What follows belongs to an exercise in optimizing a design on an open flow for small area, a short achievable clock period and few clock cycles per item; a production flow would make more cautious choices.
The RTL was checked by simulation tests, not by an equivalence proof against the original design.

## purple
## shelf_first_fit_packer
module shelf_first_fit_packer (
    input  logic                         clk,
    input  logic                         rst_n,
    input  logic                         in_valid,
    output logic                         in_ready,
    input  logic                         in_op,
    input  logic [sfp_pkg::DIM_W-1:0]    in_rect_width,
    input  logic [sfp_pkg::DIM_W-1:0]    in_rect_height,
    output logic                         out_valid,
    input  logic                         out_ready,
    output logic [sfp_pkg::POS_X_W-1:0]  out_pos_x,
    output logic [sfp_pkg::POS_Y_W-1:0]  out_pos_y,
    output logic [sfp_pkg::STATUS_W-1:0] out_status,
    output logic [sfp_pkg::HGT_W-1:0]    out_sheet_height,
    input  logic                         cfg_wr_en,
    input  logic [sfp_pkg::DIM_W-1:0]    cfg_wr_data
);
For scale: roughly 9600 cells after synthesis, roughly 99 I/O pins.
Settings: LEC_CHECK=0, CAP_MARGIN=20, CORE_MARGIN=2, CORE_UTILIZATION=40, SLEW_MARGIN=20; clock period 7.0 ns.
run.sh (not shown) runs the stock make flow with config.mk's settings and CLKGATE_MAP_FILE= SYNTH_SCRIPT=/design/flow/synth_recipe.tcl, a recipe that flattens the netlist after the stock synthesis.
From the logs: purple reached the end of the flow and failed the layout checks with negative setup slack.
Testbench counts of purple, summed over its fixed seeds: cycles 9,259, items 9,235.
The inputs of orange differ from those of purple as listed below.
diff --git a/flow/design.v b/flow/design.v
--- a/flow/design.v
+++ b/flow/design.v
@@ -48,15 +48,15 @@
     localparam int DW      = sfp_pkg::DIM_W;
     localparam int XW      = sfp_pkg::POS_X_W;
     localparam int YW      = sfp_pkg::POS_Y_W;
     localparam int SW      = sfp_pkg::STATUS_W;
     localparam int HW      = sfp_pkg::HGT_W;
     localparam int RW      = XW + YW + SW + HW;
     localparam int MAX_DIM = 4096;
-    localparam bit PER_SHELF_ADD = 1'b0;
+    localparam bit PER_SHELF_ADD = 1'b1;
     logic halt_r;        
     logic in_ready_r;    
     logic accept;
     assign in_ready = in_ready_r;
     assign accept   = in_valid && in_ready_r;
     logic [DW-1:0] sw_r;
     logic [DW-1:0] effw;
Results
- [orange] flow finished | final checks: failed | reasons: negative setup slack
- What the final checks of purple revealed, after a flow that finished every stage, was a layout that fails on negative setup slack.
- orange vs. purple: post-route minimum period went down by 900 ps.
- Diff orange and purple: first-pass GRT wire length lower in purple
- Comparing orange and purple, the higher multi-input logic area was measured on orange.
- From purple to orange the numbers moved as follows: cell area moved up.
- Looking at fraction of layout cells with a size suffix above 1, orange sits 19 points below purple.
- Looking at met1 usage in global routing across orange and purple, the one that comes out higher is purple.
Testbench counts of orange, summed over its fixed seeds: cycles 9,259, items 9,235.

## v30
Another version of the RTL of shelf_first_fit_packer (not shown whole).
Size: ~2,300 flip-flops, roughly 99 I/O pins, ~140,000 um2 of cells after synthesis.
make LEC_CHECK=0 ABC_AREA=1 ABC_CLOCK_PERIOD_IN_PS=1200 CAP_MARGIN=20 CORE_MARGIN=2 CORE_UTILIZATION=45 SETUP_SLACK_MARGIN=3.5 SLEW_MARGIN=30 finish   # period 7.0 ns
Testbench counts of v30, summed over its fixed seeds: cycles 9,291, items 9,235.
Relative to v30, the following input files were edited for v39:
--- a/flow/design.v
+++ b/flow/design.v
@@ -376,73 +376,65 @@
             end
             else
             begin
                 st2 <= sfp_pkg::ST_NEW_SHELF;
                 sh2 <= t_r + HW'(h1);
                 pv2 <= 1'b1;
             end
         end
     end
-    logic [NG-1:0]   gsel;    
-    logic [NG-2:0]   offm;    
+    logic [5:0]    enc;
     always_comb
     begin
         selu = '0;
+        enc  = '0;
         for (int g = 0; g < N / NG; g++)
             selu = selu | selu_g[g];
-        gsel = '0;
-        offm = '0;
-        for (int g = 0; g < N / NG; g++)
-        begin
-            for (int j = 0; j < NG; j++)
-            begin
-                gsel[g] = gsel[g] | tg_r[g*NG+j];
-                for (int p = 0; p < j; p++)
-                    offm[p] = offm[p] | tg_r[g*NG+j];
-            end
-        end
+        for (int k = 0; k < N; k++)
+            enc = enc | (6'(k) & {6{tg_r[k]}});
     end
     logic          v3;
     logic [SW-1:0] st3;
     logic [XW-1:0] px3;
     logic [HW-1:0] sh3;
-    logic [NG-1:0] gsel3;
-    logic [NG-2:0] offm3;
+    logic [5:0]    idx3;
     always_ff @(posedge clk or negedge rst_n)
     begin
         if (!rst_n)
             v3 <= 1'b0;
         else if (!halt_r)
             v3 <= v2;
     end
     always_ff @(posedge clk)
     begin
         if (!halt_r)
         begin
             st3  <= st2;
             sh3  <= sh2;
             px3  <= (st2 == sfp_pkg::ST_OLD_SHELF) ? selu[XW-1:0] : '0;
-            gsel3 <= pv2 ? gsel : '0;
-            offm3 <= pv2 ? offm : '0;
+            idx3 <= pv2 ? enc : '0;
         end
     end
+    logic [2:0]    grp;
+    logic [2:0]    off;
     logic [YW-1:0] op [NG];
     logic [YW-1:0] ty [3];
+    assign grp = idx3[5:3];
+    assign off = idx3[2:0];
     always_comb
     begin
-        op[0] = '0;
-        for (int g = 1; g < N / NG; g++)
-            op[0] = op[0] | (ybase[g] & {YW{gsel3[g]}});
+        op[0] = (grp == 3'd0) ? '0 : ybase[grp];
         for (int p = 0; p < NG - 1; p++)
         begin
-            op[p + 1] = '0;
-            for (int g = 0; g < N / NG; g++)
-                op[p + 1] = op[p + 1] | (YW'(hgt[g*NG+p]) & {YW{gsel3[g] && offm3[p]}});
+            if (3'(p) < off)
+                op[p + 1] = YW'(hgt[{grp, 3'(p)}]);
+            else
+                op[p + 1] = '0;
         end
     end
     always_comb
     begin
         logic [YW-1:0] s1, c1, s2, c2, s3, c3, s4, c4;
         {c1, s1} = csa(op[0], op[1], op[2]);
         {c2, s2} = csa(op[3], op[4], op[5]);
         {c3, s3} = csa(s1, c1, s2);
         {c4, s4} = csa(c2, op[6], op[7]);
Between v39 and v30, the global-route wire length before repair figures differ only marginally.
Peak clock frequency supported by timing on v39 is behind v30.
From v39 to v30, number of hold violations in the final report did not move at all.
The higher number of search-and-repair iterations in the first detailed-routing pass came out of v39.
For the count of sequential standard cells, v39 came in 0.38% lower than v30 did.
Testbench counts of v39, summed over its fixed seeds: cycles 9,291, items 9,235.

==> static timing again, ports no longer ideal <==
No port has a modelled driver above. Below, the same layouts with a new extraction and two added sets of constraints. Step 1: set_driving_cell puts a clkbuf_16 on clk and a buf_2 on each other input, an assumption about the parent block. Step 2 times the ports against the registers' clock, not the clock port: input delays grow and output delays shrink by t, the midpoint of the rising clock arrivals with the driver on. a / b / c = ideal ports / drivers / drivers and shift; a / b = the first two.
| run | shift t [ns] | slack for setup (ns) | clock arrival spread, ns | worst data-port slew with drivers (ns) | cell pins on the clock port's net |
|---|---|---|---|---|---|
| purple | 1.046 | -1.001 / -1.001 / -1.001 | 0.092 / 0.091 | 0.04 | 1 |
| orange | 1.066 | -0.098 / -0.098 / -0.098 | 0.159 / 0.159 | 0.04 | 1 |
| v30 | 1.028 | 3.220 / 3.220 / 3.220 | 0.060 / 0.060 | 0.10 | 1 |
| v39 | 1.051 | 3.114 / 3.114 / 3.114 | 0.086 / 0.086 | 0.10 | 1 |
